This design comes from an exercise in tuning for small area on the open sky130 flow, not from production work.
Only simulation tests tie the RTL to the original design; equivalence was not proved.

Setup of lane 1:
==> flow/design.v <==
package pfgm_pkg;
	localparam int SAMPLE_W = 16;
	localparam int GAIN_W   = 17;
endpackage
module pcm_format_gain_mixer #(
	parameter int GAIN_FRAC_BITS = 16
) (
	input  logic                                 clk,
	input  logic                                 arst_n,
	input  logic                                 psel,
	input  logic                                 penable,
	input  logic                                 pwrite,
	input  logic [2:0]                           paddr,
	input  logic [31:0]                          pwdata,
	output logic [31:0]                          prdata,
	output logic                                 pready,
	input  logic                                 in_valid,
	output logic                                 in_stall,
	input  logic                                 active,
	input  logic [2:0]                           sample_format,
	input  logic [31:0]                          sample_word,
	input  logic [pfgm_pkg::GAIN_W-1:0]          source_gain,
	input  logic                                 last_source,
	output logic                                 out_valid,
	input  logic                                 out_stall,
	output logic signed [pfgm_pkg::SAMPLE_W-1:0] mixed_left,
	output logic signed [pfgm_pkg::SAMPLE_W-1:0] mixed_right,
	output logic                                 clipped
);
	localparam logic [1:0] PH_F = 2'd0;   
	localparam logic [1:0] PH_P = 2'd1;   
	localparam logic [1:0] PH_S = 2'd2;   
	logic [16:0] mg_q;
	logic        mg_set;
	logic [16:0] mg_eff;
	logic        wr_ok;
	assign pready = 1'b1;
	assign wr_ok  = psel & penable & pwrite & ~paddr[2] & (~pwdata[16] | ~(|pwdata[15:0]));
	assign mg_eff = mg_set ? mg_q : 17'h10000;
	assign prdata = {15'd0, paddr[2] ? 17'd0 : mg_eff};
	always_ff @(posedge clk) begin
		if (wr_ok) begin
			mg_q <= pwdata[16:0];
		end
	end
	always_ff @(posedge clk or negedge arst_n) begin
		if (!arst_n) begin
			mg_set <= 1'b0;
		end else if (wr_ok) begin
			mg_set <= 1'b1;
		end
	end
	logic [1:0]  ph;
	logic [1:0]  ch;
	logic [4:0]  i;
	logic [4:0]  j;
	logic [4:0]  c;
	logic signed [16:0] acc;
	logic        sticky;
	logic        cy;
	logic        fresh;
	logic        ov;
	logic        clip_q;
	logic [15:0] sum_l;
	logic [15:0] sum_r;
	logic        run;
	logic        cnt_end;
	logic        accept;
	logic        end_diag;
	logic        fin;
	assign run      = in_valid & ~ov;
	assign cnt_end  = (i == 5'd16);
	assign accept   = (ph == PH_F) & (ch == 2'd2) & cnt_end;
	assign in_stall = ~accept;
	assign end_diag = (j == 5'd0) | (i == 5'd16);
	assign fin      = (i == 5'd16) & (j == 5'd16);
	logic        silent;
	logic        sel_hi;
	logic [7:0]  byte_v;
	logic [15:0] smp;
	assign silent = ~active | sample_format[2];
	assign sel_hi = ch[0] & sample_format[0];
	assign byte_v = sel_hi ? sample_word[15:8] : sample_word[7:0];
	assign smp    = sample_format[1] ? (sel_hi ? sample_word[31:16] : sample_word[15:0])
	                                 : {{3{~byte_v[7]}}, byte_v[6:0], 6'd0};
	logic        pb;
	logic [4:0]  u;
	logic        tk;
	logic [15:0] term;
	logic signed [17:0] addv;
	logic [15:0] sum_c;
	logic        sb;
	logic        r;
	logic        c17;
	logic        r17;
	logic        top_in;
	logic        stream;
	logic        sat;
	assign pb     = (ph == PH_P) & ~silent & mg_eff[i] & source_gain[j];
	assign u      = c + {4'd0, pb};
	assign tk     = (ph == PH_P) & u[0];
	assign term   = tk ? smp : 16'd0;
	assign addv   = {acc[16], acc} + {term[15], term, 1'b0};
	assign sum_c  = ch[0] ? sum_r : sum_l;
	assign sb     = ~fresh & (i[4] ? sum_c[15] : sum_c[0]);
	assign r      = acc[0] ^ sb ^ cy;
	assign c17    = (acc[0] & sb) | (acc[0] & cy) | (sb & cy);
	assign r17    = acc[0] ^ sb ^ c17;
	assign top_in = (ph == PH_P) ? addv[17] : ((ph == PH_S) ? r : 1'b0);
	assign stream = cy ? ((i == 5'd15) ? sticky : ~sticky) : acc[0];
	assign sat    = ~((acc[16] == r) & (r == r17));
	always_ff @(posedge clk) begin
		if (~((ph == PH_P) & ~end_diag)) begin
			acc <= {top_in, addv[16:1]};
		end
	end
	always_ff @(posedge clk) begin
		if (ph == PH_P) begin
			c <= end_diag ? {1'b0, u[4:1]} : u;
		end else begin
			c <= 5'd0;
		end
	end
	always_ff @(posedge clk) begin
		case (ph)
			PH_P: begin
				if (fin) begin
					cy <= (sticky | acc[0]) & smp[15];
				end
				if (end_diag) begin
					sticky <= sticky | acc[0];
				end
			end
			PH_S: begin
				if (cnt_end) begin
					cy     <= sat;
					sticky <= r17;
				end else begin
					cy     <= c17;
				end
			end
			default: begin
				if (cnt_end) begin
					sticky <= 1'b0;
				end
			end
		endcase
	end
	logic en_l, en_r;
	assign en_l = ~i[4] & (((ph == PH_S) & (ch == 2'd0)) | ((ph == PH_F) & (ch == 2'd1)));
	assign en_r = ~i[4] & (((ph == PH_S) & (ch == 2'd1)) | ((ph == PH_F) & (ch == 2'd2)));
	always_ff @(posedge clk) begin
		if (en_l) begin
			sum_l <= {(ph == PH_F) ? stream : sum_l[0], sum_l[15:1]};
		end
		if (en_r) begin
			sum_r <= {(ph == PH_F) ? stream : sum_r[0], sum_r[15:1]};
		end
	end
	always_ff @(posedge clk) begin
		if ((ph == PH_S) & cnt_end) begin
			clip_q <= (clip_q & ~(fresh & (ch == 2'd0))) | sat;
		end
	end
	always_ff @(posedge clk or negedge arst_n) begin
		if (!arst_n) begin
			ph <= PH_F;
			ch <= 2'd0;
			i  <= 5'd0;
		end else begin
			case (ph)
				PH_P: begin
					if (fin) begin
						ph <= PH_S;
						i  <= 5'd0;
					end else if (end_diag) begin
						if (i == 5'd16) begin
							i <= j + 5'd1;
						end else begin
							i <= 5'd0;
						end
					end else begin
						i <= i + 5'd1;
					end
				end
				PH_S: begin
					if (cnt_end) begin
						ph <= PH_F;
						ch <= ch + 2'd1;
						i  <= 5'd0;
					end else begin
						i <= i + 5'd1;
					end
				end
				default: begin
					if (cnt_end) begin
						i <= 5'd0;
						if (ch == 2'd2) begin
							ch <= 2'd0;
						end else if ((ch != 2'd0) | run) begin
							ph <= PH_P;
						end
					end else begin
						i <= i + 5'd1;
					end
				end
			endcase
		end
	end
	always_ff @(posedge clk) begin
		if (ph == PH_P) begin
			if (end_diag) begin
				j <= (i == 5'd16) ? 5'd16 : i + 5'd1;
			end else begin
				j <= j - 5'd1;
			end
		end else begin
			j <= 5'd0;
		end
	end
	always_ff @(posedge clk or negedge arst_n) begin
		if (!arst_n) begin
			ov    <= 1'b0;
			fresh <= 1'b1;
		end else begin
			if (accept & in_valid) begin
				ov    <= last_source;
				fresh <= last_source;
			end else if (~out_stall) begin
				ov <= 1'b0;
			end
		end
	end
	assign out_valid   = ov;
	assign mixed_left  = sum_l;
	assign mixed_right = sum_r;
	assign clipped     = clip_q;
endmodule
clock: 8.0 ns
lec_check: 0
cap_margin: 20
core_margin: 2
core_utilization: 65
cts_buf_list: sky130_fd_sc_hd__clkbuf_4 sky130_fd_sc_hd__clkbuf_8
cts_cluster_diameter: 100
cts_cluster_size: 30
slew_margin: 20
standard.sh (not shown) runs the stock make flow with config.mk's settings and CLKGATE_MAP_FILE= SYNTH_SCRIPT=/design/flow/synth_recipe.tcl, a recipe that flattens the netlist after the stock synthesis.
==> flow/flow/run.sh <==
#!/bin/bash
# The standard layout with three changes:
#  - synthesis maps the logic with an area-oriented ABC script (flow/abc_map.script)
#    in place of ORFS's speed script;
#  - adders are left to ABC instead of being mapped to half/full adder cells first
#    (ADDER_MAP_FILE empty); everything else in synthesis is unchanged;
#  - the port buffers are made of the smallest buffer cell.
set -euo pipefail
rm -rf scripts_abc
cp -r "$FLOW_HOME/scripts" scripts_abc
cp flow/abc_map.script scripts_abc/abc_speed.script
bash standard.sh "SCRIPTS_DIR=$PWD/scripts_abc" "ADDER_MAP_FILE=" "BUFFER_PORTS_ARGS=-buffer_cell sky130_fd_sc_hd__buf_1" finish > make_finish.log 2>&1
==> flow/flow/abc_map.script <==
strash
dc2
dch -f
amap
&get -n
&st
&dch
&nf -R 1000
&put
strash
dc2
dch -f
amap
&get -n
&st
&dch
&nf -R 1000
&put
Relative to lane 1, the following input files were edited for lane 2:
Settings: CAP_MARGIN now 5, was 20; SLEW_MARGIN now 5, was 20.
diff --git a/flow/flow/run.sh b/flow/flow/run.sh
--- a/flow/flow/run.sh
+++ b/flow/flow/run.sh
@@ -2 +2 @@
-# The standard layout with three changes:
+# The standard layout with these changes:
@@ -7,0 +8,3 @@
+#  - one tie cell drives all constant outputs (SKIP_REPAIR_TIE_FANOUT);
+#  - clock tree synthesis adds no dummy loads to balance the tree;
+#  - after global routing, cells off the critical paths are downsized (RECOVER_POWER).
@@ -12 +15 @@
-bash standard.sh "SCRIPTS_DIR=$PWD/scripts_abc" "ADDER_MAP_FILE=" "BUFFER_PORTS_ARGS=-buffer_cell sky130_fd_sc_hd__buf_1" finish > make_finish.log 2>&1
+bash standard.sh "SCRIPTS_DIR=$PWD/scripts_abc" "ADDER_MAP_FILE=" "BUFFER_PORTS_ARGS=-buffer_cell sky130_fd_sc_hd__buf_1" "SKIP_REPAIR_TIE_FANOUT=1" "CTS_ARGS=-sink_clustering_enable -repair_clock_nets -sink_clustering_size 30 -sink_clustering_max_diameter 100 -buf_list {sky130_fd_sc_hd__clkbuf_4 sky130_fd_sc_hd__clkbuf_8} -dont_use_dummy_load" "RECOVER_POWER=100" finish > make_finish.log 2>&1
==> flow/flow/abc_map.script <==
strash
dc2
dch -f
&get -n
&st
&dch
&nf -R 1000
&put
- Full die area came out higher on lane 2 than on lane 1.
- Where final area is concerned, lane 1 is outperformed by lane 2.
- Summary of lane 2 over lane 1: setup slack at placement grew by 0.86 ns, overall global routing resource usage shrank by 0.39 points, multi-input combinational cell area shrank by about 2.4%, slew of the pin with the lowest slew margin grew by 0.19 ns, unique cell type count in the Yosys netlist shrank by about 10%.
## Diff of input files: lane 3 against lane 2
Settings: changing CORE_UTILIZATION from 65 to 40; changing CAP_MARGIN from 5 to 20; removing CTS_CLUSTER_DIAMETER (formerly 100); changing SLEW_MARGIN from 5 to 20; removing CTS_CLUSTER_SIZE (formerly 30).
==> flow/flow/run.sh <==
#!/bin/bash
# The standard layout with two changes:
#  - synthesis maps the logic with an area-oriented ABC script (flow/abc_map.script)
#    in place of ORFS's speed script; everything else in synthesis is unchanged;
#  - the port buffers are made of the smallest buffer cell.
set -euo pipefail
rm -rf scripts_abc
cp -r "$FLOW_HOME/scripts" scripts_abc
cp flow/abc_map.script scripts_abc/abc_speed.script
bash standard.sh "SCRIPTS_DIR=$PWD/scripts_abc" "BUFFER_PORTS_ARGS=-buffer_cell sky130_fd_sc_hd__buf_1" finish > make_finish.log 2>&1
==> flow/flow/abc_map.script <==
&get -n
&st
&dch
&nf -R 1000
&put
==> comparison <==
- Relative to lane 2, filler cell count has gone up in lane 3.
- Compared to lane 2, lane 3 has delay of the slowest cell on the worst path 0.32 ns lower.
- Synthesized cell count in lane 3 vs lane 2: down 2.1%
- Going from lane 2 to lane 3, the share of the final layout cell area in multi-input gates was found to have gone up by 2.7 points.
- Re critical path depth: lane 2 was higher than lane 3.
- Cell area after synthesis delta for lane 3 relative to lane 2: 6.3% higher
- From lane 3 to lane 2, number of port buffers did not move at all.
- Going from lane 2 to lane 3, height of the die rose by 30%; cell count rose by 80; count of inverters not on the clock network in the layout rose by 2.
- Lane 3 ended up with compound AO/OA/AOI/OAI gates as its largest family of logic cells by synthesized area; lane 2 ended up with simple AND/OR/NAND/NOR gates.
Setup changes, lane 3 to lane 4
Settings: an added CTS_CLUSTER_DIAMETER of 100; a change of SLEW_MARGIN from 20 to 5; a change of CORE_UTILIZATION from 40 to 65; an added CTS_CLUSTER_SIZE of 30; a change of CAP_MARGIN from 20 to 5.
==> flow/flow/run.sh <==
#!/bin/bash
# The standard layout with three changes:
#  - synthesis maps the logic with an area-oriented ABC script (flow/abc_map.script)
#    in place of ORFS's speed script;
#  - adders are left to ABC instead of being mapped to half/full adder cells first
#    (ADDER_MAP_FILE empty); everything else in synthesis is unchanged;
#  - the port buffers are made of the smallest buffer cell.
#  - one tie cell drives all constant outputs (SKIP_REPAIR_TIE_FANOUT).
set -euo pipefail
rm -rf scripts_abc
cp -r "$FLOW_HOME/scripts" scripts_abc
cp flow/abc_map.script scripts_abc/abc_speed.script
bash standard.sh "SCRIPTS_DIR=$PWD/scripts_abc" "ADDER_MAP_FILE=" "BUFFER_PORTS_ARGS=-buffer_cell sky130_fd_sc_hd__buf_1" "SKIP_REPAIR_TIE_FANOUT=1" finish > make_finish.log 2>&1
==> flow/flow/abc_map.script <==
strash
dc2
dch -f
&get -n
&st
&dch
&nf -R 1000
&put
Findings:
- Post-synthesis adder-cell area fraction in lane 4 vs lane 3: down 8.0 points
- Relative to lane 3, the detailed placement HPWL of lane 4 is lower by 780 µm.
- Compared to lane 3, lane 4 has via count of the first global-routing pass 5.8% lower.
- Taking lane 3 as the reference point, the via count of the routed design of lane 4 rises by 1.8%.
- Looking at main combinational cell family by area after synthesis, the simple AND/OR/NAND/NOR gates result is from lane 4; the compound AO/OA/AOI/OAI gates one comes from lane 3.
- Lane 3 → lane 4: critical path depth climbed 12; floorplan die area dropped 5500 µm².
[inputs] lane 5 vs lane 4
Settings: CORE_UTILIZATION: 65 -> 80.
diff --git a/flow/flow/run.sh b/flow/flow/run.sh
--- a/flow/flow/run.sh
+++ b/flow/flow/run.sh
@@ -2 +2 @@
-# The standard layout with three changes:
+# The standard layout with these changes:
@@ -8 +8,2 @@
-#  - one tie cell drives all constant outputs (SKIP_REPAIR_TIE_FANOUT).
+#  - one tie cell drives all constant outputs (SKIP_REPAIR_TIE_FANOUT);
+#  - clock tree synthesis adds no dummy loads to balance the tree.
@@ -13 +14 @@
-bash standard.sh "SCRIPTS_DIR=$PWD/scripts_abc" "ADDER_MAP_FILE=" "BUFFER_PORTS_ARGS=-buffer_cell sky130_fd_sc_hd__buf_1" "SKIP_REPAIR_TIE_FANOUT=1" finish > make_finish.log 2>&1
+bash standard.sh "SCRIPTS_DIR=$PWD/scripts_abc" "ADDER_MAP_FILE=" "BUFFER_PORTS_ARGS=-buffer_cell sky130_fd_sc_hd__buf_1" "SKIP_REPAIR_TIE_FANOUT=1" "CTS_ARGS=-sink_clustering_enable -repair_clock_nets -sink_clustering_size 30 -sink_clustering_max_diameter 100 -buf_list {sky130_fd_sc_hd__clkbuf_4 sky130_fd_sc_hd__clkbuf_8} -dont_use_dummy_load" finish > make_finish.log 2>&1
==> comparison <==
Lane 5 did not finish: a tool error stopped it during global routing (5_1_grt).
As far as synthesized cell count goes, lane 4 and lane 5 are indistinguishable; the numbers are identical.
The run showing the smaller routability congestion estimate is lane 4.
The higher placed standard-cell area of lane 4 and lane 5 is in lane 4.
As far as number of resized instances in the post-cts repair step goes, lane 5 and lane 4 are indistinguishable; the numbers are identical.
The final HPWL from detailed placement of lane 5 is higher than that of lane 4.

-- re-timing with driven ports --
The results above use ideal ports. As a check the final layouts listed here were re-extracted and re-timed, cells and wires unchanged. Step 1 assumes that a clkbuf_16 drives the clock port and a buf_2 every other input. Step 2 also shifts input and output timing later by t, the mid clock arrival at the registers, as if the neighbouring blocks saw the same clock. Slacks: ideal / step 1 / step 2; pairs: ideal / step 1.
run	t, ns	setup slack, ns	worst setup path after step 2
lane 1	0.390	0.512 / 0.516 / 0.126	input to register
lane 2	0.382	1.114 / 1.114 / 0.963	input to register
lane 3	0.405	2.255 / 2.261 / 1.856	input to register
lane 4	0.399	1.223 / 1.223 / 0.968	input to register
After both steps setup and hold are still met in every run listed. The setup slack of lane 3, which loses most, moves by +0.006 ns with the drivers and by -0.399 ns with both steps.
